What follows belongs to an exercise in optimizing a design on an open flow for small area; a production flow would make more cautious choices.
Only simulation tests tie the RTL to the original design; equivalence was not proved.
Power figures rest on the tool's default switching activity, not on a simulated workload.

### design/flow/design.v
module alu_issue_stage #(
    parameter int XLEN  = 32,
    parameter int NREGS = 32
) (
    input  logic            clk,
    input  logic            rst,
    input  logic            instr_valid,
    input  logic [31:0]     instr,
    output logic            instr_ready,
    input  logic            flush,
    output logic            ex_valid,
    input  logic            ex_ready,
    output logic [XLEN-1:0] op1,
    output logic [XLEN-1:0] op2,
    output logic [XLEN-1:0] imm,
    output logic [6:0]      opcode,
    output logic [2:0]      func3,
    output logic [6:0]      func7,
    output logic [4:0]      rd,
    output logic            rd_we,
    output logic            illegal_instr,
    input  logic            wb_en,
    input  logic [4:0]      wb_rd,
    input  logic [XLEN-1:0] wb_data
);
    localparam logic [6:0] OPC_OP    = 7'b0110011;
    localparam logic [6:0] OPC_OPIMM = 7'b0010011;
    logic [XLEN-1:0] rf_q [1:NREGS-1];
    logic            valid_q, illegal_q;
    logic            nz_q;       
    logic            isOp_q;     
    logic [XLEN-1:0] op1_q, op2_q;
    logic [2:0]      func3_q;
    logic [6:0]      func7_q;
    logic [4:0]      rd_q;
    logic [4:0]      rs1Addr, rs2Addr, rdAddr;
    logic [2:0]      f3;
    logic            isOp, isOpImm, accept, take, hold;
    logic            wbAny, byp1, byp2;
    logic [XLEN-1:0] immExt, wd;
    logic [6:0]      f7;
    assign instr_ready = !valid_q || ex_ready;
    assign accept      = instr_valid && instr_ready;
    assign rdAddr  = instr[11:7];
    assign f3      = instr[14:12];
    assign rs1Addr = instr[19:15];
    assign rs2Addr = instr[24:20];
    assign isOp    = (instr[6:0] == OPC_OP);
    assign isOpImm = (instr[6:0] == OPC_OPIMM);
    assign take = !rst && !flush && accept && (isOp || isOpImm);
    assign hold = !rst && !take;
    assign immExt = {{(XLEN-12){instr[31]}}, instr[31:20]};
    assign f7     = (isOp || (f3[1:0] == 2'b01)) ? instr[31:25] : 7'd0;
    assign wbAny = wb_en && (wb_rd != 5'd0);
    assign wd    = rst ? '0 : wb_data;
    for (genvar i = 1; i < NREGS; i++) begin : g_rf
        logic            we;
        logic [XLEN-1:0] d;
        assign we = rst || (wbAny && (wb_rd == i));
        issue_rf_wsel #(.W(XLEN)) u_wsel (.we(we), .hold(!we), .wd(wd), .q(rf_q[i]), .d(d));
        always_ff @(posedge clk) rf_q[i] <= d;
    end
    assign byp1 = wbAny && (wb_rd == rs1Addr);
    assign byp2 = wbAny && (wb_rd == rs2Addr);
    logic [XLEN-1:0]   op1_d, op2_d;
    logic [NREGS:0]    sel1;
    logic [NREGS+1:0]  sel2;
    logic [(NREGS+1)*XLEN-1:0] din1;
    logic [(NREGS+2)*XLEN-1:0] din2;
    always_comb begin
        for (int i = 1; i < NREGS; i++) begin
            sel1[i-1] = take && !byp1 && (rs1Addr == i);
            sel2[i-1] = take && isOp && !byp2 && (rs2Addr == i);
            din1[(i-1)*XLEN +: XLEN] = rf_q[i];
            din2[(i-1)*XLEN +: XLEN] = rf_q[i];
        end
        sel1[NREGS-1] = take && byp1;
        sel1[NREGS]   = hold;
        din1[(NREGS-1)*XLEN +: XLEN] = wb_data;
        din1[NREGS*XLEN +: XLEN]     = op1_q;
        sel2[NREGS-1] = take && isOp && byp2;
        sel2[NREGS]   = hold;
        sel2[NREGS+1] = take && isOpImm;
        din2[(NREGS-1)*XLEN +: XLEN] = wb_data;
        din2[NREGS*XLEN +: XLEN]     = op2_q;
        din2[(NREGS+1)*XLEN +: XLEN] = immExt;
    end
    issue_sel_or #(.N(NREGS+1), .W(XLEN)) u_rd1 (.sel(sel1), .din(din1), .dout(op1_d));
    issue_sel_or #(.N(NREGS+2), .W(XLEN)) u_rd2 (.sel(sel2), .din(din2), .dout(op2_d));
    always_ff @(posedge clk) begin
        op1_q     <= op1_d;
        op2_q     <= op2_d;
        func3_q   <= ({3{hold}} & func3_q) | ({3{take}} & f3);
        func7_q   <= ({7{hold}} & func7_q) | ({7{take}} & f7);
        rd_q      <= ({5{hold}} & rd_q)    | ({5{take}} & rdAddr);
        nz_q      <= (hold && nz_q)   || take;
        isOp_q    <= (hold && isOp_q) || (take && isOp);
        valid_q   <= take || (!rst && !flush && valid_q && !ex_ready);
        illegal_q <= !rst && !flush && accept && !(isOp || isOpImm);
    end
    logic isOpImm_q;
    assign isOpImm_q = nz_q && !isOp_q;
    assign ex_valid      = valid_q;
    assign rd_we         = valid_q && (rd_q != 5'd0);
    assign illegal_instr = illegal_q;
    assign op1           = op1_q;
    assign op2           = op2_q;
    assign imm           = {{(XLEN-12){op2_q[11] && isOpImm_q}}, op2_q[11:0] & {12{isOpImm_q}}};
    assign opcode        = {1'b0, isOp_q, nz_q, 2'b00, nz_q, nz_q};
    assign func3         = func3_q;
    assign func7         = func7_q;
    assign rd            = rd_q;
endmodule
module issue_sel_or #(
    parameter int N = 2,
    parameter int W = 32
) (
    input  logic [N-1:0]       sel,
    input  logic [N*W-1:0]     din,
    output logic [W-1:0]       dout
);
    localparam int G = (N + 2) / 3;    
    for (genvar b = 0; b < W; b++) begin : g_bit
        logic [G-1:0] grpN;            
        for (genvar g = 0; g < G; g++) begin : g_grp
            if (3*g + 2 < N) begin : g_3
                issue_aoi222 u_aoi (
                    .a0(sel[3*g]),   .b0(din[(3*g)*W + b]),
                    .a1(sel[3*g+1]), .b1(din[(3*g+1)*W + b]),
                    .a2(sel[3*g+2]), .b2(din[(3*g+2)*W + b]),
                    .y(grpN[g]));
            end else if (3*g + 1 < N) begin : g_2
                issue_aoi22 u_aoi (
                    .a0(sel[3*g]),   .b0(din[(3*g)*W + b]),
                    .a1(sel[3*g+1]), .b1(din[(3*g+1)*W + b]),
                    .y(grpN[g]));
            end else begin : g_1
                issue_nand2 u_aoi (.a(sel[3*g]), .b(din[(3*g)*W + b]), .y(grpN[g]));
            end
        end
        issue_nand_n #(.N(G)) u_or (.a(grpN), .y(dout[b]));
    end
endmodule
module issue_aoi222 (
    input  logic a0, b0, a1, b1, a2, b2,
    output logic y
);
    assign y = !((a0 && b0) || (a1 && b1) || (a2 && b2));
endmodule
module issue_aoi22 (
    input  logic a0, b0, a1, b1,
    output logic y
);
    assign y = !((a0 && b0) || (a1 && b1));
endmodule
module issue_nand2 (
    input  logic a, b,
    output logic y
);
    assign y = !(a && b);
endmodule
module issue_nand_n #(
    parameter int N = 2
) (
    input  logic [N-1:0] a,
    output logic         y
);
    assign y = !(&a);
endmodule
module issue_rf_wsel #(
    parameter int W = 32
) (
    input  logic         we,
    input  logic         hold,
    input  logic [W-1:0] wd,
    input  logic [W-1:0] q,
    output logic [W-1:0] d
);
    assign d = ({W{we}} & wd) | ({W{hold}} & q);
endmodule
### design/flow/config.mk
export PLATFORM = sky130hd
export DESIGN_NAME = alu_issue_stage
export DESIGN_NICKNAME = alu_issue_stage
export VERILOG_FILES = /design/flow/design.v
export SDC_FILE = /design/flow/constraint.sdc
export NUM_CORES = 4
export LEC_CHECK = 0
export CAP_MARGIN = 20
export CORE_MARGIN = 2
export CORE_UTILIZATION = 55
export SLEW_MARGIN = 20
export SYNTH_HIERARCHICAL = 1
### design/flow/run.sh
#!/bin/bash
# synth_recipe.tcl (not shown) runs the flow's synth.tcl, then flattens the netlist and writes it again
# the make line also repeats each setting of config.mk as NAME=value (left out here)
make -C /OpenROAD-flow-scripts/flow DESIGN_CONFIG=/design/flow/config.mk WORK_HOME=/design/flow/orfs CLKGATE_MAP_FILE= SYNTH_SCRIPT=/design/flow/synth_recipe.tcl finish
### design/flow/constraint.sdc
create_clock -name core_clock -period 5.0 [get_ports {clk}]
set_input_delay 1.0000 -clock core_clock [delete_from_list [all_inputs] [get_ports {clk}]]
set_output_delay 1.0000 -clock core_clock [all_outputs]
set_load 0.01 [all_outputs]
==> impl_results.md, run 1 <==
* Run status: timing/DRC/antenna clean
* Final setup violation count at 0
* Unrepaired setup endpoints after global routing: false
* Setup Fix Bufs, Post-CTS at 0
* Buffers added on ports at roughly 190
* TritonCTS Sinks at between 1000 and 1500
* Post-Synthesis Mean Instance Area at roughly 12 sq um
* Clock skew after layout at ~35 ps
* Antenna-violating nets left at 0
* DR pass1 iterations at 15
* Number of vias per cell after detailed routing at 8.71
* DRC violation count after routing at 0
* Worst hold path endpoint: func3_q[2]
* Worst-skew pair later-pin latency at 710 ps
* Vertical die dimension at between 200 and 300 microns
* EDFF count, synth at 0
* Largest net degree at the start of global routing at 55
* Signal arrival time at the worst endpoint at 5120 ps
* Area leader, netlist: dfxtp_1
* Starting Density at 55.4%
* Clock Tree Root: clkbuf_16
* Kind of capture point of the worst setup path: flip-flop
* Share of synthesized area occupied by flip-flops and latches at between 40% and 50%
* Cell area after layout at roughly 52000 sq um
* Clock tree from TritonCTS: done
* Clock transition at the registers of the reported paths at roughly 60 ps
* Pwr per Cell Area at between 300 and 400 nW/um^2
* Longest Clk Path Bufs at 3
* Core Area at about 79000 sq um
* Die ar. at 81400 sq um
* Number of nets in the layout at 3997
* Required time of the worst setup path at about 5600 ps
* Type of the tightest min-delay check: reg -> reg
* Power consumption at 20.4 mW
* Top-level I/O count at about 200
* Hold depth at 2
* H-tree depth reported by CTS at 3
* Final Max Slew Viols at 0
* Library cells used by synthesis at 40
* Maximum VDD drop at 0.322 mV
* Endpoint of the worst register-to-register path: op1_q[8]
* Final Instance Count excl. Fillers at around 5000
* Number of antenna violations at the first check in global routing at 19
* Highest achievable clock rate at between 200 and 250 MHz
* TritonCTS Buffers at between 100 and 150
* Minimum setup slack in the final design at approximately 520 ps
* Standard-cell rows at just over 100
* Layout cells sized above 1 at 15.8%
* Flop2flop setup slack at 1230 ps
* Number of design-rule violations left by the first detailed-router iteration at roughly 11000
* Final critical-path required period at about 4500 ps
* Maximum fanout along the worst path at 20
* All-Layer GR Usage at 50.0%
* Instance count of the mapped netlist at 3633
* Total of cells resized after clock tree synthesis at 0
* Leading post-synthesis cells by cell area: dfxtp_1 49%, a22o_1 19%, a222oi_1 16%
* Worst slew pin tran at 1350 ps
* Worst Hold Launch: func3_q[2]
* Final cycle utilization of the critical path at 89.6%
* Synth Warn # at 9
* Fraction of registers with async set or reset after synthesis at 0%
* Maximum capacitance violations at 0
* HPWL after detailed placement at between 100000 and 150000 microns
* Number of hold buffers added after cts at 0
* Global placement routability congestion at 0.990
* Final TNS setup at 0 ps
* Top flip-flop cell by instance count after synthesis: dfxtp_1
* R2r worst-path depth at 10
* Placed cell area at between 40000 and 50000 sq um
* Cell count after placement at approximately 5000
* Post-synthesis instance area at approximately 44000 sq um
* Final WL at around 210000 microns
* Worst Setup Start Kind: input port
* Top-area cell type share of the netlist area at 49.4%
* Pre-CTS worst setup slack at just over 30 ps
* Avg WL per Cell at between 40 and 50 microns
* Remaining max-slew budget at the tightest pin at under 10%
* Final hold violation count at 0
* Vias in the first global route at roughly 43000
* Post-synthesis register bit count at 1075
* First-pass GRT wire length at 301000 microns
* Total congestion overflow after global routing at 0
* Area delta synth->final at 18.6%
* Leak Pwr at roughly 20 nW
* Die Width at about 290 microns
* Via count at 44100
* Setup CP Type: in -> reg
* Launch instance of the worst register-to-register path: valid_q
[Yosys stat by module (local to each module, per instance), a selection]
module | cell area, sq um | cells | flops+latches
alu_issue_stage | 23900 | 1463 | 1075
issue_aoi222 | 10.0 | 1 | 0
issue_nand2 | 3.75 | 1 | 0
[cells in the mapped netlist, types with 2 or more instances]
cell         n
nor4_2       3
nor4_1      61
clkbuf_1    30
xnor2_1      6
or3_1       67
a22o_2      62
o21ai_0      2
buf_4       59
o31ai_1      2
buf_6      192
inv_1       29
a222oi_1   704
nand3_1     37
nand3b_1    17
a22o_1     937
xor2_1       4
dfxtp_1   1075
buf_1        6
or3b_2       3
nand2b_1     5
nand2_1     56
a21o_1      23
nor2_1      15
nor2b_1     38
and2_1      14
and3_1       3
a21oi_1      4
a31o_2       8
nand4_1    160
[worst max-delay path, stage by stage]
cell and delay [ps]:
clkdlybuf4s50_1 450, or4bb_1 550, or4b_4 660, buf_12 220
nor4_4 1070, buf_4 640, a222oi_1 220, nand3_1 140
or3_1 120
[how the worst max path moves through the flow]
stage	start	endpoint	cells after the start
2_1_floorplan	rst	op2_q[0]	9
4_1_cts	instr[0]	op1_q[3]	10
5_1_grt	instr[0]	op1_q[3]	10
3_3_place_gp	instr[0]	op1_q[3]	10
3_5_place_dp	instr[0]	op1_q[3]	10
6_report	instr[0]	op1_q[15]	9
[cell usage in the layout, fill, tap and decap left out, drive strengths merged, types with 37 or more instances in the layout]
master	count
clkdlybuf4s50	191
a22o	999
clkbuf	155
a222oi	704
nand3	37
nand2	56
buf	270
dfxtp	1075
or3	67
nand4	160
nor4	64
nor2b	38
[power by group]
part	switching [mW]	total, mW	internal [mW]
logic	1.02	1.68	0.664
clock network	3.60	8.84	5.24
registers	0.577	9.83	9.25
[final cells by class]
type	instances	area, sq um
sequential	1075	21500
antenna	5	12.5
multi-input combinational	2244	20300
tap	1050	1310
clock buffer	155	3200
inverter	29	109
clock inverter	46	692
timing repair buffer	461	4450
fill	6075	27000
[cell families after synthesis]
logic type             count (synthesis)  synth area share [%]
AO/OA/AOI/OAI                       1744                  37.2
flip-flops                          1075                  49.4
AND/OR/NAND/NOR                      487                  6.63
buffers and inverters                316                  6.55
XOR/XNOR                              10                 0.201
other                                  1               0.00862
[flip-flops by register name, summed over array words and instances, names as in the netlist]
register and cells:
func3_q 3, op2_q 32, rf_q 992, nz_q 1
op1_q 32, illegal_q 1, isOp_q 1, valid_q 1
func7_q 7, rd_q 5
[stage by stage]
step / hold slack [ps] / util (%)
after floorplan: 460 / -
after global placement: 459 / 60.6
after detailed placement: 467 / 60.6
after CTS: 481 / 65.6
after global routing: 503 / 65.6
final: 482 / 65.6
[metal layers]
metal | part of all wire (%) | global-route usage, % | wire (microns)
met2 | 41 | 72.4 | 88000
met4 | 10 | 42.0 | 21600
met1 | 33 | 59.1 | 70200
met5 | 0.071 | 0 | 151
met3 | 16 | 18.2 | 34000
==> run 2, diff against run 1 <==
==> design/flow/flow/run.sh (new file) <==
#!/bin/bash
# Standard ORFS layout with two changes: ports buffered with the smallest buffer,
# and a clock tree of larger sink clusters without dummy loads.
set -euo pipefail
export BUFFER_PORTS_ARGS="-buffer_cell sky130_fd_sc_hd__buf_1"
export CTS_ARGS="-sink_clustering_enable -repair_clock_nets -dont_use_dummy_load -buf_list sky130_fd_sc_hd__clkbuf_8 -sink_clustering_buffer sky130_fd_sc_hd__clkbuf_16 -sink_clustering_size 20 -sink_clustering_max_diameter 100"
bash standard.sh > flow_make.log 2>&1
==> design/flow/standard.sh (new file) <==
#!/bin/bash
# synth_recipe.tcl (not shown) runs the flow's synth.tcl, then flattens the netlist and writes it again
# the make line also repeats each setting of config.mk as NAME=value (left out here)
make -C /OpenROAD-flow-scripts/flow DESIGN_CONFIG=/design/flow/config.mk WORK_HOME=/design/flow/orfs CLKGATE_MAP_FILE= SYNTH_SCRIPT=/design/flow/synth_recipe.tcl "${@:-finish}"
removed: design/flow/run.sh
==> run 2 against run 1 <==
Against the previous run: still clean; register-to-register slack got worse by 130 ps; die area did not move; via count down 1.2%; global-route usage grew 0.41 points; worst setup slack improved by 430 ps; combinational power is 2% lower; sequential power about the same; sequential share of layout area up 3.5 points; utilization fell by 5.1 points; hold slack got worse by 140 ps; sequential cell count unchanged; critical path type unchanged; critical endpoint is now op2_q[24]; highest routed layer unchanged.
==> impl_results.md, run 2 <==
* Final Max Slew Viols at 0 (unchanged)
* Largest net degree at the start of global routing at 54 (-1.8%)
* Type of the tightest min-delay check: in -> reg
* Vias in the first global route at 41900 (-2.6%)
* Uppermost layer routed: met5
* Highest achievable clock rate at 247 MHz (+11%)
* Final WL at 215000 microns (+0.49%)
* TritonCTS Sinks at 1075 (unchanged)
* Clock skew after layout at 114 ps (+79.7 ps)
* Via count at 43600 (-1.2%)
* Final hold violation count at 0 (unchanged)
* Number of nets in the layout at 3927 (-1.8%)
* Worst-skew pair later-pin latency at 870 ps (+160 ps)
* Leading cell types in the layout, fill and taps excluded: 1075 x dfxtp_1, 937 x a22o_1, 704 x a222oi_1
* Share of synthesized area occupied by flip-flops and latches at 49.4% (unchanged)
* HPWL after detailed placement at 130000 microns (-1.4%)
* Area share of and/or/nand/nor cells after synthesis at 6.63% (unchanged)
* Clock Tree Root: clkbuf_8
* Total congestion overflow after global routing at 0 (unchanged)
* Leading post-synthesis cells by cell area: dfxtp_1 49%, a22o_1 19%, a222oi_1 16%
* Instance count of the mapped netlist at 3633 (unchanged)
* Standard-cell rows at 103 (unchanged)
* Layout cells sized above 1 at 12.8% (-3.0 points)
* Number of hold buffers added after cts at 0 (unchanged)
* Pwr per Cell Area at 342 nW/um^2 (-13%)
* Number of design-rule violations left by the first detailed-router iteration at 10800 (+2.7%)
* Antenna-violating nets left at 0 (unchanged)
* Final TNS setup at 0 ps (unchanged)
* Required time of the worst setup path at 5660 ps (+20 ps)
* Setup Fix Bufs, Post-CTS at 0 (unchanged)
* Clock transition at the registers of the reported paths at 90 ps (+30 ps)
* Parity-gate share of the synthesized area counting xor and xnor cells at 0.201% (unchanged)
* Worst Setup Start Kind: input port
* Post-Synthesis Mean Instance Area at 12.0 sq um (unchanged)
* Post-synthesis instance area at 43500 sq um (unchanged)
* Top-count cell post-synth: dfxtp_1
* Routed met3 length at 35700 microns (+4.9%)
* H-tree depth reported by CTS at 2 (-1)
* Routed length on met1 at 71600 microns (+2.1%)
* Unrepaired setup endpoints after global routing: false
* TritonCTS Buffers at 59 (-47%)
* List of cells traversed by the critical path: buf_1 > or3_1 > o31ai_1 > nor4_2 > buf_12 > buf_4 > nor4_4 > buf_4 > a222oi_1 > nand4_1 > or3_1
* Post-synthesis register bit count at 1075 (unchanged)
* Number of antenna violations at the first check in global routing at 13 (-6)
* Synth top cells by count: 1075 x dfxtp_1, 937 x a22o_1, 704 x a222oi_1, 192 x buf_6, 160 x nand4_1
* Run status: timing/DRC/antenna clean
* Signal arrival time at the worst endpoint at 4710 ps (-410 ps)
* Synth Warn # at 9 (unchanged)
* Post-synthesis compound-gate area fraction at 37.2% (unchanged)
* Kind of capture point of the worst setup path: flip-flop
* Buffers added on ports at 193 (unchanged)
* Final hold slack at 339 ps (-143 ps)
* EDFF count, synth at 0 (unchanged)
* Leak Pwr at 17.9 nW (-9.2%)
* Combinational family with the most area after synthesis: compound AO/OA/AOI/OAI gates
* Number of flip-flops in the largest register at 992 (unchanged)
* Final cycle utilization of the critical path at 81.0% (-8.5 points)
* Power consumption at 16.3 mW (-20%)
* Die Width at 285 microns (unchanged)
* Avg WL per Cell at 43.8 microns (+3.7%)
* Register bank with the most flops: rf_q
* Longest Clk Path Bufs at 3 (unchanged)
* All-Layer GR Usage at 50.4% (+0.41 points)
* Fin util at 60.5% (-5.1 points)
* Starting Density at 55.4% (unchanged)
* Category of cells accounting for the largest share of critical-path delay: simple AND/OR/NAND/NOR gates
* Maximum capacitance violations at 0 (unchanged)
* Number of vias per cell after detailed routing at 8.88 (+2.0%)
* Core Area at 78600 sq um (unchanged)
* Vertical die dimension at 285 microns (unchanged)
* Worst slew pin tran at 1250 ps (-95.6 ps)
* Fraction of registers with async set or reset after synthesis at 0% (unchanged)
* DRC violation count after routing at 0 (unchanged)
* Largest stage delay on the critical path at 1070 ps (about the same)
* Most common cell after layout, fill and taps aside: dfxtp_1
* Fraction of the mapped netlist area in adder cells at 0% (unchanged)
* Top flip-flop cell by instance count after synthesis: dfxtp_1
* Final critical-path required period at 4050 ps (-427 ps)
* Remaining max-slew budget at the tightest pin at 16.7% (+7.1 points)
* Routed wl met2 at 86100 microns (-2.1%)
* Number of buffer and inverter instances along the worst setup path at 4 (+1)
* Maximum VDD drop at 0.257 mV (-20%)
* Maximum fanout along the worst path at 19 (-5.0%)
* Library cells used by synthesis at 40 (unchanged)
* Top-area cell type share of the netlist area at 49.4% (unchanged)
* Slowest stage cell, crit path: a222oi_1
* Global placement routability congestion at 0.973 (-1.7%)
* Area leader, netlist: dfxtp_1
* Die ar. at 81400 sq um (unchanged)
* Registers with the most flip-flops: rf_q x992, op1_q x32, op2_q x32
* Top-level I/O count at 197 (unchanged)
* Proportion of synthesized area in mux cells at 0% (unchanged)
* DR pass1 iterations at 13 (-2)
* Setup CP Type: in -> reg
* Total of cells resized after clock tree synthesis at 0 (unchanged)
* Final setup violation count at 0 (unchanged)
* Clock tree from TritonCTS: done
* Area delta synth->final at 9.36%
* First-pass GRT wire length at 302000 microns (+0.22%)
## run 2: metrics by stage
| stage | area, sq um | cells | setup slack [ps] |
|---|---|---|---|
| 6_report | 47600 | 4909 | 948 |
| 5_1_grt | 47600 | 4901 | 998 |
| 4_1_cts | 47500 | 4899 | 931 |
| 3_5_place_dp | 46100 | 4840 | 421 |
| 3_3_place_gp | 46100 | 4840 | 405 |
| 2_1_floorplan | 43900 | 3635 | 521 |
## run 2: layer usage
layer | track usage (%) | up-vias
li1 | - | 16600
met3 | 19.6 | 1269
met5 | 1.69 | -
met2 | 70.3 | 4659
met1 | 61.4 | 21100
met4 | 40.8 | 12
## run 2: Yosys stat by module (local to each module, per instance), a selection
module	copies in the design	cells	flops+latches	cell area, sq um
alu_issue_stage	1	1463	1075	23900
issue_aoi222	704	1	0	10.0
issue_nand2	32	1	0	3.75
## run 2: cell type report
cell class                      instances  area, sq um
Antenna cell                            9         22.5
Inverter                               29          109
Tap cell                             1050         1310
Multi-Input combinational cell       2244        20300
Sequential cell                      1075        21500
Timing Repair Buffer                  443         2910
Fill cell                            6354        31000
Clock buffer                           59         1420
## run 2: final timing paths
kind / start / to / slack, ps / cells after the start
setup / recovery: wb_rd[4] / op2_q[24] / 950 / 11
hold / removal: instr[10] / rd_q[3] / 340 / 3
setup reg to reg: valid_q / op2_q[24] / 1100 / 9
hold reg to reg: func3_q[2] / func3_q[2] / 480 / 2
## run 2: cells by family (layout without fill, tap and decap cells)
logic type / Yosys count / in the layout
compound gates: 1744 / 1744
other cells: 1 / 12
buf+inv: 316 / 531
flops: 1075 / 1075
simple gates: 487 / 487
xor+xnor: 10 / 10
## run 2: power breakdown
part           switching, mW  total [mW]  leakage (nW)  internal [mW]
sequential             0.558        9.80          8.91           9.24
clock                   2.87        4.85         0.701           1.98
combinational           1.02        1.64          8.29          0.621
## run 2: worst min-delay path: cells and delay by family
family                 cells  cell delay (ps)
AND/OR/NAND/NOR            2               80
buffers and inverters      1               70
==> run 3, diff against run 2 <==
--- a/design/flow/design.v
+++ b/design/flow/design.v
@@ -53,11 +53,11 @@
     assign f7     = (isOp || (f3[1:0] == 2'b01)) ? instr[31:25] : 7'd0;
     assign wbAny = wb_en && (wb_rd != 5'd0);
     assign wd    = rst ? '0 : wb_data;
+    logic [NREGS-1:1] wsel, wholdN, rsel1, rsel2;
+    issue_dec #(.N(NREGS)) u_wdec (.force_on(rst), .en(wb_en), .a(wb_rd), .y(wsel), .yn(wholdN));
     for (genvar i = 1; i < NREGS; i++) begin : g_rf
-        logic            we;
         logic [XLEN-1:0] d;
-        assign we = rst || (wbAny && (wb_rd == i));
-        issue_rf_wsel #(.W(XLEN)) u_wsel (.we(we), .hold(!we), .wd(wd), .q(rf_q[i]), .d(d));
+        issue_rf_wsel #(.W(XLEN)) u_wsel (.we(wsel[i]), .hold(wholdN[i]), .wd(wd), .q(rf_q[i]), .d(d));
         always_ff @(posedge clk) rf_q[i] <= d;
     end
     assign byp1 = wbAny && (wb_rd == rs1Addr);
@@ -67,10 +67,12 @@
     logic [NREGS+1:0]  sel2;
     logic [(NREGS+1)*XLEN-1:0] din1;
     logic [(NREGS+2)*XLEN-1:0] din2;
+    issue_rdec #(.N(NREGS)) u_rdec1 (.en(take && !byp1), .a(rs1Addr), .y(rsel1));
+    issue_rdec #(.N(NREGS)) u_rdec2 (.en(take && isOp && !byp2), .a(rs2Addr), .y(rsel2));
     always_comb begin
         for (int i = 1; i < NREGS; i++) begin
-            sel1[i-1] = take && !byp1 && (rs1Addr == i);
-            sel2[i-1] = take && isOp && !byp2 && (rs2Addr == i);
+            sel1[i-1] = rsel1[i];
+            sel2[i-1] = rsel2[i];
             din1[(i-1)*XLEN +: XLEN] = rf_q[i];
             din2[(i-1)*XLEN +: XLEN] = rf_q[i];
         end
@@ -176,5 +178,44 @@
     input  logic [W-1:0] q,
     output logic [W-1:0] d
 );
-    assign d = ({W{we}} & wd) | ({W{hold}} & q);
-endmodule
+    for (genvar b = 0; b < W; b++) begin : g_bit
+        issue_ao22 u_ao (.a0(we), .b0(wd[b]), .a1(hold), .b1(q[b]), .y(d[b]));
+    end
+endmodule
+module issue_ao22 (
+    input  logic a0, b0, a1, b1,
+    output logic y
+);
+    assign y = (a0 && b0) || (a1 && b1);
+endmodule
+module issue_dec #(
+    parameter int N = 32
+) (
+    input  logic         force_on,
+    input  logic         en,
+    input  logic [4:0]   a,
+    output logic [N-1:1] y,
+    output logic [N-1:1] yn
+);
+    logic [3:0] lo;
+    logic [7:0] hi;
+    always_comb begin
+        for (int j = 0; j < 4; j++) lo[j] = force_on || (en && (a[1:0] == j));
+        for (int k = 0; k < 8; k++) hi[k] = force_on || (a[4:2] == k);
+        for (int i = 1; i < N; i++) begin
+            y[i]  = lo[i % 4] && hi[i / 4];
+            yn[i] = !(lo[i % 4] && hi[i / 4]);
+        end
+    end
+endmodule
+module issue_rdec #(
+    parameter int N = 32
+) (
+    input  logic         en,
+    input  logic [4:0]   a,
+    output logic [N-1:1] y
+);
+    always_comb begin
+        for (int i = 1; i < N; i++) y[i] = en && (a == i);
+    end
+endmodule
==> run 3 against run 2 <==
Against the previous run: wire length decreased by 4.7%; synthesized cell count decreased by 5.5%; combinational power is 4% higher; sequential cell count unchanged.
==> impl_results.md, run 3 <==
* Run status: timing/DRC/antenna clean
* Number of vias per cell after detailed routing at 9.00 (+1.3%)
* Starting Density at 55.6% (+0.28 points)
* Fill cell instance count of the final layout at 5933 (-6.6%)
* Setup Fix Bufs, Post-CTS at 0 (unchanged)
* Global placement routability congestion at 1.04 (+7.0%)
* Core Area at 74400 sq um (-5.3%)
* Final TNS setup at 0 ps (unchanged)
* Final hold violation count at 0 (unchanged)
* First-pass GRT wire length at 291000 microns (-3.5%)
* Maximum VDD drop at 0.287 mV (+12%)
* TritonCTS Buffers at 59 (unchanged)
* Number of flip-flops in the largest register at 992 (unchanged)
* Post-synthesis register bit count at 1075 (unchanged)
* Final Max Slew Viols at 0 (unchanged)
* Number of design-rule violations left by the first detailed-router iteration at 11800 (+9.4%)
* Die Width at 278 microns (-2.4%)
* Area leader, netlist: dfxtp_1
* Register bank with the most flops: rf_q
* Final setup violation count at 0 (unchanged)
* H-tree depth reported by CTS at 2 (unchanged)
* Signal arrival time at the worst endpoint at 4940 ps (+230 ps)
* Worst Setup Start Kind: input port
* Avg WL per Cell at 42.7 microns (-2.4%)
* Fraction of registers with async set or reset after synthesis at 0% (unchanged)
* Final critical-path required period at 4120 ps (+64.3 ps)
* Antenna-violating nets left at 0 (unchanged)
* Synth top cells by count: 1075 x dfxtp_1, 992 x a22o_1, 704 x a222oi_1, 162 x nand4_1
* DRC violation count after routing at 0 (unchanged)
* Top flip-flop cell by instance count after synthesis: dfxtp_1
* Share of synthesized area occupied by flip-flops and latches at 52.0% (+2.5 points)
* Buffers added on ports at 193 (unchanged)
* Number of nets in the layout at 3892 (-0.89%)
* Type of the tightest min-delay check: in -> reg
* Maximum capacitance violations at 0 (unchanged)
* Vias in the first global route at 40500 (-3.4%)
* Final WL at 205000 microns (-4.7%)
* Number of hold buffers added after cts at 0 (unchanged)
* Highest achievable clock rate at 243 MHz (-1.6%)
* Most common cell after layout, fill and taps aside: dfxtp_1
* EDFF count, synth at 0 (unchanged)
* Area delta synth->final at 13.7%
* Clock tree from TritonCTS: done
* HPWL after detailed placement at 125000 microns (-3.8%)
* Die ar. at 77500 sq um (-4.8%)
* Kind of capture point of the worst setup path: flip-flop
* Leak Pwr at 17.9 nW (about the same)
* Synth Warn # at 11 (+2)
* Layout cells sized above 1 at 11.6% (-1.2 points)
* Total of cells resized after clock tree synthesis at 0 (unchanged)
* Final cycle utilization of the critical path at 82.3% (+1.3 points)
* Leading cell types in the layout, fill and taps excluded: 1075 x dfxtp_1, 992 x a22o_1, 704 x a222oi_1
* Top-level I/O count at 197 (unchanged)
* Library cells used by synthesis at 45 (+13%)
* Longest Clk Path Bufs at 3 (unchanged)
* Clock transition at the registers of the reported paths at 90 ps (about the same)
* Top-area cell type share of the netlist area at 52.0% (+2.5 points)
* TritonCTS Sinks at 1075 (unchanged)
* Total congestion overflow after global routing at 0 (unchanged)
* Top-count cell post-synth: dfxtp_1
* Vertical die dimension at 278 microns (-2.4%)
* Via count at 43200 (-0.99%)
* Clock Tree Root: clkbuf_8
* Instance count of the mapped netlist at 3432 (-5.5%)
* All-Layer GR Usage at 50.7% (+0.24 points)
* Unrepaired setup endpoints after global routing: false
* Post-Synthesis Mean Instance Area at 12.1 sq um (+0.75%)
* Worst slew pin tran at 1210 ps (-37.3 ps)
* Standard-cell rows at 100 (-2.9%)
* Registers with the most flip-flops: rf_q x992, op1_q x32, op2_q x32
* DR pass1 iterations at 14 (+1)
* Leading post-synthesis cells by cell area: dfxtp_1 52%, a22o_1 21%, a222oi_1 17%
* Largest net degree at the start of global routing at 114 (+110%)
* Setup CP Type: in -> reg
* Remaining max-slew budget at the tightest pin at 19.0% (+2.3 points)
* Clock skew after layout at 79.3 ps (-35.1 ps)
* Worst-skew pair later-pin latency at 880 ps (about the same)
* Maximum fanout along the worst path at 16 (-3)
* Required time of the worst setup path at 5820 ps (+160 ps)
* Pwr per Cell Area at 352 nW/um^2 (+2.9%)
* Post-synthesis instance area at 41400 sq um (-4.8%)
* Number of antenna violations at the first check in global routing at 17 (+4)
* Fin util at 63.2% (+2.7 points)
-- run 3: cell type report --
cell class	instances	area (sq um)	area share (%)
Antenna cell	12	30.0	0.0638
Clock buffer	59	1420	3.02
Inverter	2	7.51	0.0159
Multi-Input combinational cell	2265	19800	42.1
Sequential cell	1075	21500	45.7
Tap cell	969	1210	2.58
Timing Repair Buffer	414	3050	6.48
-- run 3: Yosys stat by module, one instance, submodules excluded, excerpt --
module	area, sq um	cells
issue_aoi222	10.0	1
issue_nand2	3.75	1
alu_issue_stage	22900	1263
issue_ao22	8.76	1
-- run 3: logic make-up after synthesis --
group	synth area share, %
other	0.00905
buffers and inverters	1.50
XOR/XNOR	0.211
AO/OA/AOI/OAI	39.2
multiplexers	0.456
flip-flops	52.0
AND/OR/NAND/NOR	6.70
-- run 3: per-layer routing --
layer / wire length [microns] / track usage (%) / vias to the layer above / share of wire (%)
li1: - / - / 16500 / -
met4: 22900 / 42.4 / 16 / 11
met2: 82200 / 72.1 / 4695 / 40
met3: 32800 / 17.7 / 1252 / 16
met5: 105 / 0.563 / - / 0.051
met1: 66900 / 61.4 / 20700 / 33
-- run 3: worst max-delay path: stages --
cell and delay [ps]:
buf_1 280, or4_4 600, o2111a_1 250, a21oi_1 290, buf_4 220, nand4bb_1 300
nor2_2 930, buf_4 440, a222oi_1 140, nand4_1 310, or3_1 170
-- run 3: path summary, 6_finish.rpt --
kind | slack, ps | endpoint | startpoint | cells past startpoint
max | 880 | op1_q[23] | wb_rd[2] | 11
min | 420 | rd_q[2] | instr[9] | 2
max reg2reg | 1400 | op1_q[23] | valid_q | 10
min reg2reg | 490 | func7_q[2] | func7_q[2] | 2
-- run 3: report_power, final --
group | internal (mW) | total [mW] | switching, mW | leakage [nW]
Combinational | 0.685 | 1.70 | 1.02 | 8.29
Clock | 1.98 | 4.85 | 2.87 | 0.701
Sequential | 9.34 | 10.0 | 0.682 | 8.91
-- run 3: per-stage QoR --
step | instances | setup WS (ps) | power (mW) | cell area [sq um] | hold slack (ps)
floorplan | 3434 | 406 | 11.0 | 41400 | 460
global placement | 4722 | 458 | 11.7 | 45500 | 461
detailed placement | 4723 | 430 | 11.8 | 45600 | 472
CTS | 4782 | 1250 | 16.4 | 47000 | 420
global route | 4788 | 535 | 16.9 | 47100 | 446
finish | 4796 | 884 | 16.6 | 47100 | 423
==> run 4, diff against run 3 <==
--- a/design/flow/design.v
+++ b/design/flow/design.v
@@ -37,7 +37,8 @@
     logic [2:0]      f3;
     logic            isOp, isOpImm, accept, take, hold;
     logic            wbAny, byp1, byp2;
-    logic [XLEN-1:0] immExt, wd;
+    logic [XLEN-1:0] immExt, wd, wz;
+    logic            phase_q, phase_d;
     logic [6:0]      f7;
     assign instr_ready = !valid_q || ex_ready;
     assign accept      = instr_valid && instr_ready;
@@ -53,11 +54,14 @@
     assign f7     = (isOp || (f3[1:0] == 2'b01)) ? instr[31:25] : 7'd0;
     assign wbAny = wb_en && (wb_rd != 5'd0);
     assign wd    = rst ? '0 : wb_data;
+    assign phase_d = !rst && !phase_q;
+    assign wz      = ~(wd ^ {XLEN{phase_d}});    
+    always_ff @(posedge clk) phase_q <= phase_d;
     logic [NREGS-1:1] wsel, wholdN, rsel1, rsel2;
     issue_dec #(.N(NREGS)) u_wdec (.force_on(rst), .en(wb_en), .a(wb_rd), .y(wsel), .yn(wholdN));
     for (genvar i = 1; i < NREGS; i++) begin : g_rf
         logic [XLEN-1:0] d;
-        issue_rf_wsel #(.W(XLEN)) u_wsel (.we(wsel[i]), .hold(wholdN[i]), .wd(wd), .q(rf_q[i]), .d(d));
+        issue_rf_wsel #(.W(XLEN)) u_wsel (.we(wsel[i]), .hold(wholdN[i]), .wz(wz), .q(rf_q[i]), .d(d));
         always_ff @(posedge clk) rf_q[i] <= d;
     end
     assign byp1 = wbAny && (wb_rd == rs1Addr);
@@ -87,8 +91,11 @@
         din2[NREGS*XLEN +: XLEN]     = op2_q;
         din2[(NREGS+1)*XLEN +: XLEN] = immExt;
     end
-    issue_sel_or #(.N(NREGS+1), .W(XLEN)) u_rd1 (.sel(sel1), .din(din1), .dout(op1_d));
-    issue_sel_or #(.N(NREGS+2), .W(XLEN)) u_rd2 (.sel(sel2), .din(din2), .dout(op2_d));
+    logic flip1, flip2;
+    assign flip1 = phase_q && take && !byp1 && (rs1Addr != 5'd0);
+    assign flip2 = phase_q && take && isOp && !byp2 && (rs2Addr != 5'd0);
+    issue_sel_or #(.N(NREGS+1), .W(XLEN)) u_rd1 (.sel(sel1), .din(din1), .flip(flip1), .dout(op1_d));
+    issue_sel_or #(.N(NREGS+2), .W(XLEN)) u_rd2 (.sel(sel2), .din(din2), .flip(flip2), .dout(op2_d));
     always_ff @(posedge clk) begin
         op1_q     <= op1_d;
         op2_q     <= op2_d;
@@ -119,6 +126,7 @@
 ) (
     input  logic [N-1:0]       sel,
     input  logic [N*W-1:0]     din,
+    input  logic               flip,
     output logic [W-1:0]       dout
 );
     localparam int G = (N + 2) / 3;    
@@ -140,7 +148,7 @@
                 issue_nand2 u_aoi (.a(sel[3*g]), .b(din[(3*g)*W + b]), .y(grpN[g]));
             end
         end
-        issue_nand_n #(.N(G)) u_or (.a(grpN), .y(dout[b]));
+        issue_nand_x #(.N(G)) u_or (.a(grpN), .f(flip), .y(dout[b]));
     end
 endmodule
 module issue_aoi222 (
@@ -161,6 +169,24 @@
 );
     assign y = !(a && b);
 endmodule
+module issue_nand_x #(
+    parameter int N = 2
+) (
+    input  logic [N-1:0] a,
+    input  logic         f,
+    output logic         y
+);
+    localparam int M = (N + 3) / 4;
+    logic [M-1:0] part;
+    for (genvar m = 0; m < M; m++) begin : g_part
+        localparam int LO = 4 * m;
+        localparam int HI = (4 * m + 3 < N) ? 4 * m + 3 : N - 1;
+        issue_nand_n #(.N(HI - LO + 1)) u_nand (.a(a[HI:LO]), .y(part[m]));
+    end
+    logic any;
+    issue_or_n #(.N(M)) u_or (.a(part), .y(any));
+    issue_xor2 u_x (.a(any), .b(f), .y(y));
+endmodule
 module issue_nand_n #(
     parameter int N = 2
 ) (
@@ -169,24 +195,38 @@
 );
     assign y = !(&a);
 endmodule
+module issue_or_n #(
+    parameter int N = 2
+) (
+    input  logic [N-1:0] a,
+    output logic         y
+);
+    assign y = |a;
+endmodule
+module issue_xor2 (
+    input  logic a, b,
+    output logic y
+);
+    assign y = a ^ b;
+endmodule
 module issue_rf_wsel #(
     parameter int W = 32
 ) (
     input  logic         we,
     input  logic         hold,
-    input  logic [W-1:0] wd,
+    input  logic [W-1:0] wz,
     input  logic [W-1:0] q,
     output logic [W-1:0] d
 );
     for (genvar b = 0; b < W; b++) begin : g_bit
-        issue_ao22 u_ao (.a0(we), .b0(wd[b]), .a1(hold), .b1(q[b]), .y(d[b]));
-    end
-endmodule
-module issue_ao22 (
-    input  logic a0, b0, a1, b1,
-    output logic y
-);
-    assign y = (a0 && b0) || (a1 && b1);
+        issue_oai22 u_oa (.a0(q[b]), .a1(we), .b0(hold), .b1(wz[b]), .y(d[b]));
+    end
+endmodule
+module issue_oai22 (
+    input  logic a0, a1, b0, b1,
+    output logic y
+);
+    assign y = !((a0 || a1) && (b0 || b1));
 endmodule
 module issue_dec #(
     parameter int N = 32
==> run 4 against run 3 <==
Against the previous run: now fails the layout checks on negative setup slack; clock skew is 5.9 ps lower; hold slack worse by 56 ps; via count is 0.60% higher; critical endpoint is now op1_q[20].
==> impl_results.md, run 4 <==
* Run status: failed layout checks
* Reasons for failing layout checks: negative setup slack
* Remaining max-slew budget at the tightest pin at 11.1% (-7.9 points)
* Number of vias per cell after detailed routing at 8.88 (-1.3%)
* Pwr per Cell Area at 390 nW/um^2 (+11%)
* Signal arrival time at the worst endpoint at 5750 ps (+810 ps)
* Layout cells sized above 1 at 10.3% (-1.3 points)
* Unrepaired setup endpoints after global routing: false
* Starting Density at 55.5% (-0.15 points)
* Clock Tree Root: clkbuf_8
* Post-Synthesis Mean Instance Area at 11.2 sq um (-7.2%)
* DRC violation count after routing at 0 (unchanged)
* Type of the tightest min-delay check: in -> reg
* Share of synthesized area occupied by flip-flops and latches at 54.4% (+2.4 points)
* Category of cells accounting for the largest share of critical-path delay: simple AND/OR/NAND/NOR gates
* Number of antenna violations at the first check in global routing at 24 (+7)
* Worst Setup Start Kind: input port
* Number of nets in the layout at 3998 (+2.7%)
* Clock tree from TritonCTS: done
* Longest Clk Path Bufs at 3 (unchanged)
* Total of cells resized after clock tree synthesis at 0 (unchanged)
* Setup CP Type: in -> reg
* Synth top cells by count: 1076 x dfxtp_1, 992 x o22ai_1, 704 x a222oi_1, 164 x nand4_1, 84 x nand2_1
* Vias in the first global route at 40200 (-0.73%)
* Kind of capture point of the worst setup path: flip-flop
* Power consumption at 17.5 mW (+5.6%)
* Flop2flop setup slack at 240 ps (-1160 ps)
* TritonCTS Sinks at 1076 (+0.093%)
* Leading post-synthesis cells by cell area: dfxtp_1 54%, a222oi_1 18%, o22ai_1 16%
* Library cells used by synthesis at 46 (+2.2%)
* Slowest stage cell, crit path: nor2_2
* Top-level I/O count at 197 (unchanged)
* Standard-cell rows at 98 (-2.0%)
* Top-count cell post-synth: dfxtp_1
* Core Area at 71400 sq um (-4.1%)
* Final cycle utilization of the critical path at 102% (+19 points)
* Die Width at 272 microns (-2.2%)
* Largest stage delay on the critical path at 1010 ps (+80 ps)
* Clock transition at the registers of the reported paths at 90 ps (about the same)
* Global placement routability congestion at 0.987 (-5.2%)
* Clock network fraction of design power at 27.3% (-1.9 points)
* Top-area cell type share of the netlist area at 54.4% (+2.4 points)
* Maximum VDD drop at 0.288 mV (+0.54%)
* Switching Power at 5.05 mW (+10%)
* Final Max Slew Viols at 0 (unchanged)
* EDFF count, synth at 0 (unchanged)
* Total congestion overflow after global routing at 0 (unchanged)
* DR pass1 iterations at 15 (+1)
* Synth Warn # at 11 (unchanged)
* Number of flip-flops in the largest register at 992 (unchanged)
* Worst slew pin tran at 1330 ps (+120 ps)
* Final TNS setup at -191 ps (-191 ps)
* TritonCTS Buffers at 59 (unchanged)
* Via count at 43400 (+0.60%)
* Final hold violation count at 0 (unchanged)
* Most common cell after layout, fill and taps aside: dfxtp_1
* Switching fraction of total power at 28.8% (+1.2 points)
* First-pass GRT wire length at 276000 microns (-5.1%)
* Final critical-path required period at 5090 ps (+970 ps)
* Highest achievable clock rate at 197 MHz (-19%)
* Area leader, netlist: dfxtp_1
* List of cells traversed by the critical path: buf_1 > or4_1 > nor2_1 > nor4_2 > nor2_1 > nand4b_1 > nor2_2 > buf_4 > a222oi_1 > nand4_1 > or3_1 > xor2_1
* Worst-skew pair later-pin latency at 870 ps (about the same)
* Fill cell instance count of the final layout at 5797 (-2.3%)
* Area delta synth->final at 13.3%
* Leading cell types in the layout, fill and taps excluded: 1075 x dfxtp_1, 992 x o22ai_1, 704 x a222oi_1
* Register bank with the most flops: rf_q
* Internal power component at 12.5 mW (+3.8%)
* H-tree depth reported by CTS at 2 (unchanged)
* Sequential share of power at 61.4% (+0.9 points)
* Setup Fix Bufs, Post-CTS at 0 (unchanged)
* Minimum setup slack in the final design at -86.6 ps (-970 ps)
* Cell type with the highest occurrence count on the critical path: nor2_1
* Final WL at 198000 microns (-3.3%)
* Fraction of registers with async set or reset after synthesis at 0% (unchanged)
* Top flip-flop cell by instance count after synthesis: dfxtp_1
* Post-synthesis register bit count at 1076 (+0.093%)
* Number of hold buffers added after cts at 0 (unchanged)
* Instance count of the mapped netlist at 3534 (+3.0%)
* All-Layer GR Usage at 50.5% (-0.18 points)
* Final setup violation count at 4 (+4)
* Number of design-rule violations left by the first detailed-router iteration at 11800 (-0.41%)
* Antenna-violating nets left at 0 (unchanged)
* Registers with the most flip-flops: rf_q x992, op1_q x32, op2_q x32
* HPWL after detailed placement at 124000 microns (-0.84%)
* Clock skew after layout at 73.4 ps (-5.86 ps)
* Required time of the worst setup path at 5660 ps (-160 ps)
* Avg WL per Cell at 40.6 microns (-5.1%)
* Die ar. at 74200 sq um (-4.3%)
* Vertical die dimension at 272 microns (-2.2%)
* Gate power share at 11.3% (+1.0 points)
* Buffers added on ports at 193 (unchanged)
* Post-synthesis instance area at 39600 sq um (-4.4%)
* Maximum fanout along the worst path at 18 (+2)
* Leak Pwr at 16.2 nW (-9.4%)
* Largest net degree at the start of global routing at 46 (-60%)
* Maximum capacitance violations at 0 (unchanged)
* Number of buffer and inverter instances along the worst setup path at 2 (-1)
-- run 4: changes by cell type after synthesis, moves of 8 or more --
| cell | change |
|---|---|
| xor2_1 | +62 |
| nor2b_1 | -40 |
| o22ai_1 | +992 |
| nand2_1 | +48 |
| a22o_1 | -984 |
| mux2i_1 | -8 |
| xnor2_1 | +34 |
-- run 4: cell type report --
cell class	count	area, sq um	area share (%)
Sequential cell	1076	21500	48.0
Clock buffer	59	1420	3.17
Inverter	2	7.51	0.0167
Multi-Input combinational cell	2363	18100	40.3
Tap cell	950	1190	2.65
Antenna cell	17	42.5	0.0949
Timing Repair Buffer	421	2580	5.76
-- run 4: per-layer routing --
layer	vias to the layer above	wire, microns	GRT usage (%)
li1	16900	-	-
met1	20700	66500	62.0
met2	4648	77000	69.1
met3	1198	36000	23.4
met4	20	18600	36.6
met5	-	177	0.513
-- run 4: kinds of logic after synthesis --
| group | Yosys count | synth area share, % |
|---|---|---|
| AOI/OAI and AO/OA | 1780 | 34.9 |
| DFF | 1076 | 54.4 |
| and+or+nand+nor | 474 | 6.81 |
| xor gates and xnor gates | 106 | 2.34 |
| buffers and inverters | 97 | 1.59 |
| other | 1 | 0.00947 |
-- run 4: final timing paths --
check	start	to	cells past startpoint
worst max-delay path	wb_rd[1]	op1_q[20]	12
worst min-delay path	instr[14]	func3_q[2]	3
worst max register to register	valid_q	op1_q[20]	11
worst min register to register	rf_q[26][9]	rf_q[26][9]	1
-- run 4: through the flow --
step                std cells  hold WS (ps)  worst slack (ps)  instance area [sq um]  util, %
floorplan                3536           442               319                  39600        -
global placement         4811           449              -632                  43300     60.7
detailed placement       4811           459              -645                  43300     60.7
CTS                      4870           368               162                  44800     62.7
global route             4876           395              40.0                  44800     62.8
finish                   4888           367             -86.6                  44800     62.8
-- run 4: worst register-to-register path, delay by kind of cell (launching register included) --
family / cells / cell delay (ps)
AOI/OAI and AO/OA: 1 / 140
xor gates and xnor gates: 1 / 430
buffers and inverters: 2 / 440
DFF: 1 / 350
and+or+nand+nor: 7 / 3250
-- run 4: modules after synthesis, one instance, submodules excluded, a selection --
module / copies in the design / cell area, sq um / cells inside / flip-flops and latches
issue_xor2: 64 / 8.76 / 1 / 0
alu_issue_stage: 1 / 23000 / 1301 / 1076
issue_nand2: 32 / 3.75 / 1 / 0
issue_aoi222: 704 / 10.0 / 1 / 0
issue_oai22: 992 / 6.26 / 1 / 0
-- run 4: power groups by stage --
| stage | Combinational, mW | Clock, mW | Sequential, mW |
|---|---|---|---|
| finish | 1.99 | 4.78 | 10.7 |
| global route | 2.04 | 5.01 | 10.9 |
| CTS | 1.87 | 4.74 | 10.7 |
| detailed placement | 1.87 | 0 | 10.9 |
| global placement | 1.78 | 0 | 10.8 |
| floorplan | 1.17 | 0 | 10.6 |
==> run 5, diff against run 4 <==
--- a/design/flow/design.v
+++ b/design/flow/design.v
@@ -71,8 +71,8 @@
     logic [NREGS+1:0]  sel2;
     logic [(NREGS+1)*XLEN-1:0] din1;
     logic [(NREGS+2)*XLEN-1:0] din2;
-    issue_rdec #(.N(NREGS)) u_rdec1 (.en(take && !byp1), .a(rs1Addr), .y(rsel1));
-    issue_rdec #(.N(NREGS)) u_rdec2 (.en(take && isOp && !byp2), .a(rs2Addr), .y(rsel2));
+    issue_rdec #(.N(NREGS)) u_rdec1 (.en(take), .m(wholdN), .a(rs1Addr), .y(rsel1));
+    issue_rdec #(.N(NREGS)) u_rdec2 (.en(take && isOp), .m(wholdN), .a(rs2Addr), .y(rsel2));
     always_comb begin
         for (int i = 1; i < NREGS; i++) begin
             sel1[i-1] = rsel1[i];
@@ -91,14 +91,16 @@
         din2[NREGS*XLEN +: XLEN]     = op2_q;
         din2[(NREGS+1)*XLEN +: XLEN] = immExt;
     end
-    logic flip1, flip2;
+    logic flip1, flip2, flip1_q, flip2_q;
     assign flip1 = phase_q && take && !byp1 && (rs1Addr != 5'd0);
     assign flip2 = phase_q && take && isOp && !byp2 && (rs2Addr != 5'd0);
-    issue_sel_or #(.N(NREGS+1), .W(XLEN)) u_rd1 (.sel(sel1), .din(din1), .flip(flip1), .dout(op1_d));
-    issue_sel_or #(.N(NREGS+2), .W(XLEN)) u_rd2 (.sel(sel2), .din(din2), .flip(flip2), .dout(op2_d));
+    issue_sel_or #(.N(NREGS+1), .W(XLEN)) u_rd1 (.sel(sel1), .din(din1), .dout(op1_d));
+    issue_sel_or #(.N(NREGS+2), .W(XLEN)) u_rd2 (.sel(sel2), .din(din2), .dout(op2_d));
     always_ff @(posedge clk) begin
         op1_q     <= op1_d;
         op2_q     <= op2_d;
+        flip1_q   <= (hold && flip1_q) || flip1;
+        flip2_q   <= (hold && flip2_q) || flip2;
         func3_q   <= ({3{hold}} & func3_q) | ({3{take}} & f3);
         func7_q   <= ({7{hold}} & func7_q) | ({7{take}} & f7);
         rd_q      <= ({5{hold}} & rd_q)    | ({5{take}} & rdAddr);
@@ -112,8 +114,10 @@
     assign ex_valid      = valid_q;
     assign rd_we         = valid_q && (rd_q != 5'd0);
     assign illegal_instr = illegal_q;
-    assign op1           = op1_q;
-    assign op2           = op2_q;
+    for (genvar b = 0; b < XLEN; b++) begin : g_out
+        issue_xor2 u_x1 (.a(op1_q[b]), .b(flip1_q), .y(op1[b]));
+        issue_xor2 u_x2 (.a(op2_q[b]), .b(flip2_q), .y(op2[b]));
+    end
     assign imm           = {{(XLEN-12){op2_q[11] && isOpImm_q}}, op2_q[11:0] & {12{isOpImm_q}}};
     assign opcode        = {1'b0, isOp_q, nz_q, 2'b00, nz_q, nz_q};
     assign func3         = func3_q;
@@ -126,7 +130,6 @@
 ) (
     input  logic [N-1:0]       sel,
     input  logic [N*W-1:0]     din,
-    input  logic               flip,
     output logic [W-1:0]       dout
 );
     localparam int G = (N + 2) / 3;    
@@ -148,7 +151,7 @@
                 issue_nand2 u_aoi (.a(sel[3*g]), .b(din[(3*g)*W + b]), .y(grpN[g]));
             end
         end
-        issue_nand_x #(.N(G)) u_or (.a(grpN), .f(flip), .y(dout[b]));
+        issue_nand_or #(.N(G)) u_or (.a(grpN), .y(dout[b]));
     end
 endmodule
 module issue_aoi222 (
@@ -169,11 +172,10 @@
 );
     assign y = !(a && b);
 endmodule
-module issue_nand_x #(
+module issue_nand_or #(
     parameter int N = 2
 ) (
     input  logic [N-1:0] a,
-    input  logic         f,
     output logic         y
 );
     localparam int M = (N + 3) / 4;
@@ -183,9 +185,7 @@
         localparam int HI = (4 * m + 3 < N) ? 4 * m + 3 : N - 1;
         issue_nand_n #(.N(HI - LO + 1)) u_nand (.a(a[HI:LO]), .y(part[m]));
     end
-    logic any;
-    issue_or_n #(.N(M)) u_or (.a(part), .y(any));
-    issue_xor2 u_x (.a(any), .b(f), .y(y));
+    issue_or_n #(.N(M)) u_or (.a(part), .y(y));
 endmodule
 module issue_nand_n #(
     parameter int N = 2
@@ -252,10 +252,11 @@
     parameter int N = 32
 ) (
     input  logic         en,
+    input  logic [N-1:1] m,
     input  logic [4:0]   a,
     output logic [N-1:1] y
 );
     always_comb begin
-        for (int i = 1; i < N; i++) y[i] = en && (a == i);
-    end
-endmodule
+        for (int i = 1; i < N; i++) y[i] = en && m[i] && (a == i);
+    end
+endmodule
==> run 5 against run 4 <==
Against the previous run: clock-buffer cell count grew 1; largest cell class unchanged; sequential cell count grew 2; synthesized cell count shrank 1.1%; sequential share of layout area grew 0.24 points; die area grew 0.38%; first-iteration DRC count shrank 1.3%; critical path depth shrank 3; area after synthesis grew 0.39%; the run now finishes clean; worst setup slack gained 710 ps; global-route usage grew 1.0 points; final cell count shrank 0.88%; highest routed layer unchanged.
==> impl_results.md, run 5 <==
* Run status: timing/DRC/antenna clean
* Clock Tree Root: clkbuf_8
* Most common cell after layout, fill and taps aside: dfxtp_1
* All-Layer GR Usage at 51.5% (+1.0 points)
* Number of nets in the layout at 3960 (-0.95%)
* Final hold violation count at 0 (unchanged)
* Final cycle utilization of the critical path at 87.6% (-14 points)
* Remaining max-slew budget at the tightest pin at 12.6% (+1.5 points)
* Post-synthesis instance area at 39800 sq um (+0.39%)
* Power consumption at 17.5 mW (+0.20%)
* Library cells used by synthesis at 48 (+4.3%)
* Registers with the most flip-flops: rf_q x992, op1_q x32, op2_q x32
* Cell count after placement at 4773 (-0.79%)
* Pwr per Cell Area at 392 nW/um^2 (+0.50%)
* Total congestion overflow after global routing at 0 (unchanged)
* HPWL after detailed placement at 118000 microns (-5.1%)
* Final critical-path required period at 4380 ps (-709 ps)
* Worst-skew pair later-pin latency at 860 ps (about the same)
* Longest Clk Path Bufs at 3 (unchanged)
* Via count at 43900 (+1.1%)
* Hold depth at 2 (-1)
* Number of buffer and inverter instances along the worst setup path at 3 (+1)
* Slowest stage cell, crit path: nand4_1
* Clock tree from TritonCTS: done
* Launch instance of the worst register-to-register path: valid_q
* Final Instance Count excl. Fillers at 4845 (-0.88%)
* Number of design-rule violations left by the first detailed-router iteration at 11600 (-1.3%)
* Number of antenna violations at the first check in global routing at 15 (-38%)
* Number of vias per cell after detailed routing at 9.06 (+2.0%)
* Antenna-violating nets left at 0 (unchanged)
* Worst slew pin tran at 1310 ps (-21.6 ps)
* Vias in the first global route at 40800 (+1.6%)
* EDFF count, synth at 0 (unchanged)
* Final hold slack at 420 ps (+52.7 ps)
* Final setup violation count at 0 (-4)
* Top flip-flop cell by instance count after synthesis: dfxtp_1
* TritonCTS Sinks at 1078 (+0.19%)
* Final Max Slew Viols at 0 (unchanged)
* Worst hold path endpoint: func7_q[0]
* Kind of capture point of the worst setup path: flip-flop
* Instance count of the mapped netlist at 3496 (-1.1%)
* DRC violation count after routing at 0 (unchanged)
* Die Width at 273 microns (+0.19%)
* Post-Synthesis Mean Instance Area at 11.4 sq um (+1.5%)
* Post-synthesis register bit count at 1078 (+0.19%)
* Setup CP Type: in -> reg
* Die ar. at 74400 sq um (+0.38%)
* List of cells traversed by the critical path: buf_1 > a31o_2 > buf_4 > o21ai_4 > and3_1 > buf_12 > a222oi_1 > nand4_1 > or3_1
* Leading post-synthesis cells by cell area: dfxtp_1 54%, a222oi_1 18%, o22ai_1 16%
* Buffers added on ports at 193 (unchanged)
* Setup Fix Bufs, Post-CTS at 0 (unchanged)
* Worst Hold Launch: instr[25]
* Largest stage delay on the critical path at 720 ps (-290 ps)
* Type of the tightest min-delay check: in -> reg
* Synth Warn # at 11 (unchanged)
* Core Area at 71500 sq um (+0.17%)
* Synth top cells by count: 1078 x dfxtp_1, 992 x o22ai_1, 704 x a222oi_1, 162 x nand4_1, 66 x xor2_1
* Signal arrival time at the worst endpoint at 5040 ps (-710 ps)
* Clock skew after layout at 93.6 ps (+20.1 ps)
* Pre-CTS worst setup slack at 311 ps (+956 ps)
* Top-count cell post-synth: dfxtp_1
* Area leader, netlist: dfxtp_1
* Minimum setup slack in the final design at 622 ps (+709 ps)
* Largest net degree at the start of global routing at 80 (+74%)
* Flop2flop setup slack at 620 ps (+380 ps)
* Maximum capacitance violations at 0 (unchanged)
* Number of flip-flops in the largest register at 992 (unchanged)
* Area delta synth->final at 12.5%
* Total of cells resized after clock tree synthesis at 0 (unchanged)
* Maximum fanout along the worst path at 22 (+4)
* DR pass1 iterations at 15 (unchanged)
* Required time of the worst setup path at 5660 ps (about the same)
* Top-level I/O count at 197 (unchanged)
* Avg WL per Cell at 41.4 microns (+2.2%)
* Endpoint of the worst register-to-register path: op2_q[12]
* Starting Density at 55.6% (+0.12 points)
* Layout cells sized above 1 at 8.40% (-1.9 points)
* Global placement routability congestion at 1.01 (+2.6%)
* Leading cell types in the layout, fill and taps excluded: 1075 x dfxtp_1, 992 x o22ai_1, 704 x a222oi_1
* Fin util at 62.6% (-0.29 points)
* Number of hold buffers added after cts at 0 (unchanged)
* Leak Pwr at 16.4 nW (+1.3%)
* Clock transition at the registers of the reported paths at 80 ps (about the same)
* Worst Setup Start Kind: input port
* Final TNS setup at 0 ps (+191 ps)
* Cell area after layout at 44700 sq um (-0.30%)
* TritonCTS Buffers at 60 (+1.7%)
* Placed cell area at 43200 sq um (-0.24%)
* Maximum VDD drop at 0.340 mV (+18%)
* First-pass GRT wire length at 283000 microns (+2.4%)
* Unrepaired setup endpoints after global routing: false
* Highest achievable clock rate at 228 MHz (+16%)
* Fraction of registers with async set or reset after synthesis at 0% (unchanged)
* Category of cells accounting for the largest share of critical-path delay: simple AND/OR/NAND/NOR gates
* Share of synthesized area occupied by flip-flops and latches at 54.3% (-0.11 points)
* Register bank with the most flops: rf_q
* Standard-cell rows at 98 (unchanged)
* H-tree depth reported by CTS at 2 (unchanged)
* Top-area cell type share of the netlist area at 54.3% (-0.11 points)
* Final WL at 201000 microns (+1.3%)
* R2r worst-path depth at 10 (-1)
* Vertical die dimension at 273 microns (+0.19%)
==> run 5: changes by cell type after synthesis, sizes merged, moves of 8 or more <==
cell / change
and4b: +8
and3: +55
buf: -28
and4bb: +8
nand2b: +27
nor2: -60
nand2: -49
==> run 5: worst max path at each step <==
stage	start	end	slack, ps	cells after the start
global route	valid_q	op2_q[12]	740	10
CTS	wb_rd[3]	op2_q[8]	1090	9
detailed placement	wb_rd[3]	op2_q[8]	310	9
global placement	wb_rd[1]	op2_q[4]	430	9
floorplan	wb_rd[4]	op1_q[0]	420	8
finish	wb_rd[0]	op2_q[12]	620	9
==> run 5: power breakdown <==
part,internal [mW],switching (mW)
clock,2.01,2.81
combinational,0.739,1.27
sequential,9.77,0.941
total,12.5,5.03
==> run 5: logic make-up after synthesis <==
logic type,count (synthesis),synth area share (%)
buffers and inverters,64,1.02
DFF,1078,54.3
xor gates and xnor gates,106,2.34
other,1,0.00943
and+or+nand+nor,464,7.53
AOI/OAI and AO/OA,1783,34.8
==> run 5: layer usage <==
| layer | vias up | wire length [microns] | global-route usage, % |
|---|---|---|---|
| li1 | 16900 | - | - |
| met1 | 20900 | 64900 | 61.5 |
| met2 | 4790 | 79100 | 71.9 |
| met3 | 1359 | 35000 | 20.9 |
| met4 | 6 | 21700 | 43.8 |
| met5 | - | 52 | 0.0642 |
==> run 5: layout make-up <==
class	instances	area [sq um]
multi-input combinational	2356	18200
tap	950	1190
sequential	1078	21600
fill	5823	26800
timing repair buffer	386	2300
inverter	3	12.5
antenna	12	30.0
clock buffer	60	1450
==> run 5: per-module statistics from Yosys, one instance, submodules excluded, a selection <==
| module | flip-flops and latches | area, sq um | cells |
|---|---|---|---|
| alu_issue_stage | 1078 | 22900 | 1257 |
| issue_nand2 | 0 | 3.75 | 1 |
| issue_xor2 | 0 | 8.76 | 1 |
| issue_oai22 | 0 | 6.26 | 1 |
| issue_aoi222 | 0 | 10.0 | 1 |

-- separate check: timing with driven ports --
How much do the figures lean on ideal ports? The routed layouts below were timed once more, with nothing changed but the port constraints. Step 1, drivers: a clkbuf_16 drives clk and a buf_2 each remaining input, both assumed. Step 2, shift: input delay + t, output delay - t, t = (earliest + latest rising clock arrival at the registers) / 2. This alone moves slack from input paths to output paths. Three values: ideal, step 1, step 2; two values: the first two.
run | shift t [ns] | setup WS [ns] | latest minus earliest clock arrival (ns)
run 1 | 0.761 | 0.521 / 0.573 / -0.188 | 0.039 / 0.038
run 2 | 0.877 | 0.948 / 0.982 / 0.105 | 0.116 / 0.116
run 3 | 0.904 | 0.884 / 0.926 / 0.022 | 0.081 / 0.081
run 4 | 0.898 | -0.087 / -0.039 / -0.937 | 0.083 / 0.082
run 5 | 0.883 | 0.622 / 0.623 / -0.220 | 0.095 / 0.096
Met with ideal ports but missed after step 2: setup timing in run 1 and run 5. For run 3, which loses most, drivers alone change the setup slack by +0.042 ns; drivers and shift together by -0.862 ns.
